This is an optimization exercise on Yosys and OpenROAD, whose aim is small area, not a production implementation.
At most, simulation tests tie the RTL to the original design; equivalence was not proved.
Power figures rest on the tool's default switching activity, not on a simulated workload.

==> job 8117: inputs <==
// instr_mem
module instr_mem
#(
    parameter int DATA_WIDTH = instr_mem_pkg::DATA_WIDTH,
    parameter int ADDR_BITS  = instr_mem_pkg::ADDR_BITS
) (
    input  logic                  clk,
    input  logic                  reset,
    input  logic [15:0]           address,
    input  logic [DATA_WIDTH-1:0] setup,
    input  logic                  R_WR,
    input  logic                  enable,
    output logic [DATA_WIDTH-1:0] instruction
);
==> module instr_mem_aoi22, before the edit <==
module instr_mem_aoi22 (
    input  logic a1, a2, b1, b2,
    output logic y
);
    assign y = ~((a1 & a2) | (b1 & b2));
endmodule
==> module instr_mem_array, before the edit <==
module instr_mem_array
#(
    parameter int WORD_W = instr_mem_pkg::DATA_WIDTH,
    parameter int ABITS  = instr_mem_pkg::ADDR_BITS
) (
    input  logic              clk,
    input  logic              we,
    input  logic [ABITS-1:0]  addr,
    input  logic [WORD_W-1:0] wdata,
    output logic [WORD_W-1:0] rdata
);
    localparam int WORDS  = 1 << ABITS;
    localparam int GROUPS = WORDS / 2;
    logic phase_q;
    always_ff @(posedge clk) phase_q <= ~phase_q;
    logic [WORD_W-1:0] ins;
    assign ins = wdata ^ {WORD_W{phase_q}};
    logic [WORD_W-1:0] mem_q [WORDS];
    logic              rsel  [WORDS];
    for (genvar w = 0; w < WORDS; w++) begin : g_word
        logic sel_w;
        logic sel_h;
        logic [WORD_W-1:0] d;
        assign sel_w = we && (addr == w);
        assign sel_h = !sel_w;
        for (genvar i = 0; i < WORD_W; i++) begin : g_bit
            instr_mem_aoi22 u_ins (
                .a1(sel_w), .a2(ins[i]),
                .b1(sel_h), .b2(mem_q[w][i]),
                .y (d[i])
            );
        end
        always_ff @(posedge clk) mem_q[w] <= d;
        assign rsel[w] = (addr == w);
    end
    logic [GROUPS-1:0] grp_n [WORD_W];
    for (genvar i = 0; i < WORD_W; i++) begin : g_rd
        for (genvar g = 0; g < GROUPS; g++) begin : g_grp
            instr_mem_aoi22 u_rd (
                .a1(rsel[2*g]),   .a2(mem_q[2*g][i]),
                .b1(rsel[2*g+1]), .b2(mem_q[2*g+1][i]),
                .y (grp_n[i][g])
            );
        end
    end
    logic [WORD_W-1:0] rd_raw;
    for (genvar i = 0; i < WORD_W; i++) begin : g_or
        assign rd_raw[i] = ~(&grp_n[i]);
    end
    assign rdata = rd_raw ^ {WORD_W{phase_q}};
endmodule
==> flow/config.mk <==
export PLATFORM = sky130hd
export DESIGN_NAME = instr_mem
export DESIGN_NICKNAME = instr_mem
export VERILOG_FILES = /design/flow/design.v
export SDC_FILE = /design/flow/constraint.sdc
export NUM_CORES = 4
export LEC_CHECK = 0
export CAP_MARGIN = 20
export CORE_MARGIN = 2
export CORE_UTILIZATION = 35
export GPL_TIMING_DRIVEN = 0
export PLACE_DENSITY = 0.42
export SETUP_SLACK_MARGIN = 0.6
export SLEW_MARGIN = 20
export SYNTH_HIERARCHICAL = 1
export SYNTH_MEMORY_MAX_BITS = 8192
==> flow/constraint.sdc <==
create_clock -name core_clock -period 6.0 [get_ports {clk}]
set_input_delay 1.2000 -clock core_clock [delete_from_list [all_inputs] [get_ports {clk}]]
set_output_delay 1.2000 -clock core_clock [all_outputs]
set_load 0.01 [all_outputs]
standard.sh (not shown) runs the stock make flow with config.mk's settings and CLKGATE_MAP_FILE= SYNTH_SCRIPT=/design/flow/synth_recipe.tcl, a recipe that flattens the netlist after the stock synthesis.
==> flow/flow/run.sh <==
#!/bin/bash
# The standard layout (standard.sh), with three changes:
#  - before floorplanning, the storage array's and-or-invert gates start at
#    the smallest drive strength (flow/downsize.tcl); repair sizes up as needed;
#  - ports buffered with buf_4 rather than the slow default buffer;
#  - clock tree synthesis without dummy loads, with clkbuf_8 sink clusters.
# make's output goes to flow_make.log here; each ORFS step keeps its full log
# under orfs/logs.
set -euo pipefail
W=$(pwd)
export PRE_FLOORPLAN_TCL=$W/flow/downsize.tcl
export BUFFER_PORTS_ARGS="-buffer_cell sky130_fd_sc_hd__buf_4"
export CTS_ARGS="-sink_clustering_enable -repair_clock_nets -dont_use_dummy_load -sink_clustering_size 16 -sink_clustering_max_diameter 50 -buf_list sky130_fd_sc_hd__clkbuf_8"
bash standard.sh > flow_make.log 2>&1
==> flow/flow/downsize.tcl <==
# Synthesis sizes the and-or-invert gates of the storage array for speed;
# the design has timing to spare, so start them at the smallest size and let
# the repair steps size up whatever needs it.
set db [ord::get_db]
set small [$db findMaster sky130_fd_sc_hd__a22oi_1]
set n 0
foreach inst [[ord::get_db_block] getInsts] {
  set m [[$inst getMaster] getName]
  if {[regexp {^sky130_fd_sc_hd__a22oi_[24]$} $m]} {
    $inst swapMaster $small
    incr n
  }
}
puts "downsize: $n and-or-invert gates set to a22oi_1"
==> job 5873: changes against job 8117 <==
--- a/flow/design.v
+++ b/flow/design.v
@@ -7,12 +7,6 @@
     localparam logic MODE_READ  = 1'b1;
     localparam logic EN_ACTIVE  = 1'b0;
 endpackage
-module instr_mem_aoi22 (
-    input  logic a1, a2, b1, b2,
-    output logic y
-);
-    assign y = ~((a1 & a2) | (b1 & b2));
-endmodule
 module instr_mem_array
 #(
     parameter int WORD_W = instr_mem_pkg::DATA_WIDTH,
@@ -24,45 +18,14 @@
     input  logic [WORD_W-1:0] wdata,
     output logic [WORD_W-1:0] rdata
 );
-    localparam int WORDS  = 1 << ABITS;
-    localparam int GROUPS = WORDS / 2;
-    logic phase_q;
-    always_ff @(posedge clk) phase_q <= ~phase_q;
-    logic [WORD_W-1:0] ins;
-    assign ins = wdata ^ {WORD_W{phase_q}};
+    localparam int WORDS = 1 << ABITS;
     logic [WORD_W-1:0] mem_q [WORDS];
-    logic              rsel  [WORDS];
-    for (genvar w = 0; w < WORDS; w++) begin : g_word
-        logic sel_w;
-        logic sel_h;
-        logic [WORD_W-1:0] d;
-        assign sel_w = we && (addr == w);
-        assign sel_h = !sel_w;
-        for (genvar i = 0; i < WORD_W; i++) begin : g_bit
-            instr_mem_aoi22 u_ins (
-                .a1(sel_w), .a2(ins[i]),
-                .b1(sel_h), .b2(mem_q[w][i]),
-                .y (d[i])
-            );
-        end
-        always_ff @(posedge clk) mem_q[w] <= d;
-        assign rsel[w] = (addr == w);
-    end
-    logic [GROUPS-1:0] grp_n [WORD_W];
-    for (genvar i = 0; i < WORD_W; i++) begin : g_rd
-        for (genvar g = 0; g < GROUPS; g++) begin : g_grp
-            instr_mem_aoi22 u_rd (
-                .a1(rsel[2*g]),   .a2(mem_q[2*g][i]),
-                .b1(rsel[2*g+1]), .b2(mem_q[2*g+1][i]),
-                .y (grp_n[i][g])
-            );
+    always_ff @(posedge clk) begin
+        if (we) begin
+            mem_q[addr] <= wdata;
         end
     end
-    logic [WORD_W-1:0] rd_raw;
-    for (genvar i = 0; i < WORD_W; i++) begin : g_or
-        assign rd_raw[i] = ~(&grp_n[i]);
-    end
-    assign rdata = rd_raw ^ {WORD_W{phase_q}};
+    assign rdata = mem_q[addr];
 endmodule
 module instr_mem
 #(
==> flow/run.sh (new file) <==
#!/bin/bash
# synth_recipe.tcl (not shown) runs the flow's synth.tcl, then flattens the netlist and writes it again
# the make line also repeats each setting of config.mk as NAME=value (left out here)
make -C /OpenROAD-flow-scripts/flow DESIGN_CONFIG=/design/flow/config.mk WORK_HOME=/design/flow/orfs CLKGATE_MAP_FILE= SYNTH_SCRIPT=/design/flow/synth_recipe.tcl finish
==> flow/config.mk (replaced) <==
export PLATFORM = sky130hd
export DESIGN_NAME = instr_mem
export DESIGN_NICKNAME = instr_mem
export VERILOG_FILES = /design/flow/design.v
export SDC_FILE = /design/flow/constraint.sdc
export NUM_CORES = 4
export LEC_CHECK = 0
export CAP_MARGIN = 20
export CORE_MARGIN = 2
export CORE_UTILIZATION = 30
export PLACE_DENSITY = 0.4
export SLEW_MARGIN = 20
export SYNTH_MEMORY_MAX_BITS = 8192
removed: flow/flow/run.sh
removed: flow/flow/downsize.tcl
removed: flow/standard.sh
==> comparison <==
- Of job 5873 and job 8117, job 5873 has the higher clock-buffer cell count (gap 30).
- Hold slack: job 5873 is better than job 8117 (0.25 ns).
- Of job 8117 and job 5873, job 5873 has the higher sequential share of layout area (gap 16 points).
- Of job 5873 and job 8117, job 8117 has the higher routed wire length (gap 22%, measured against job 8117).
- Between job 8117 and job 5873, the lower die area is in job 8117 (gap about 25%, measured against job 5873).
- Of job 5873 and job 8117, job 8117 has the higher via count (gap 35%, measured against job 8117).
- Against job 8117, the flip-flop and latch count of job 5873 is lower by 1.
- First-iteration DRC count: job 5873 is lower than job 8117 (49%).
- Between job 8117 and job 5873, the lower synthesized cell count is in job 5873 (gap about 64%, measured against job 5873).
==> figures <==
| metric | job 5873 | job 8117 |
|---|---|---|
| Run status | no timing/DRC/antenna violations | no timing/DRC/antenna violations |
| Fraction of area in clock buffers and inverters | 7.76% | 4.48% |
| Leak Pwr | 57.7 nW | 55.2 nW |
| Antenna diode count | 20 | 9 |
| Switching share of total power | 22.0% | 23.4% |
| Global-route usage over all layers | 17.9% | 29.6% |
| Vias | 77326 | 119632 |
| Number of vias per cell | 5.05 | 6.60 |
| Initial antenna violation count | 32 | 27 |
| GR Layer Usage met2 | 29.4% | 45.8% |
| Half-perimeter wire length after detailed placement | 296000 µm | 428000 µm |
| Hold depth | 1 | 3 |
| Summed area of non-filler cells in the final layout | 185000 µm² | 162000 µm² |
| Fraction of cell area in non-clock buffers | 3.23% | 5.59% |
| Stages on the worst setup path | 7 | 14 |
| Root buffer cell | clkbuf_16 | clkbuf_8 |
| Startpoint of the tightest hold check path | setup[11] | reset |
| Proportion of power drawn by combinational gates | 4.5% | 3.7% |
| Transition time at the pin with the least slew margin | 1.13 ns | 1.19 ns |
| Clk power | 27.0 mW | 17.6 mW |
For job 5873, only the layout was checked, not whether the RTL still works.

what the ideal ports hide:
No port has a modelled driver above. Below, the same layouts with a new extraction and two added sets of constraints. Step 1: set_driving_cell puts a clkbuf_16 on clk and a buf_2 on each other input, an assumption about the parent block. Step 2 times the ports against the registers' clock, not the clock port: input delays grow and output delays shrink by t, the midpoint of the rising clock arrivals with the driver on. a / b / c = no drivers / after step 1 / after step 2; a / b = the first two.
run	shift t [ns]	slack for setup (ns)	hold slack, ns
job 8117	1.289	0.248 / 0.251 / -1.038	0.338 / 0.281 / 0.433
job 5873	1.125	1.130 / 1.217 / 0.092	0.587 / 0.504 / 0.666
With both steps, setup timing fails in job 8117, where it was met with ideal ports. The setup slack of job 8117, which loses most, moves by +0.003 ns with the drivers and by -1.286 ns with both steps.
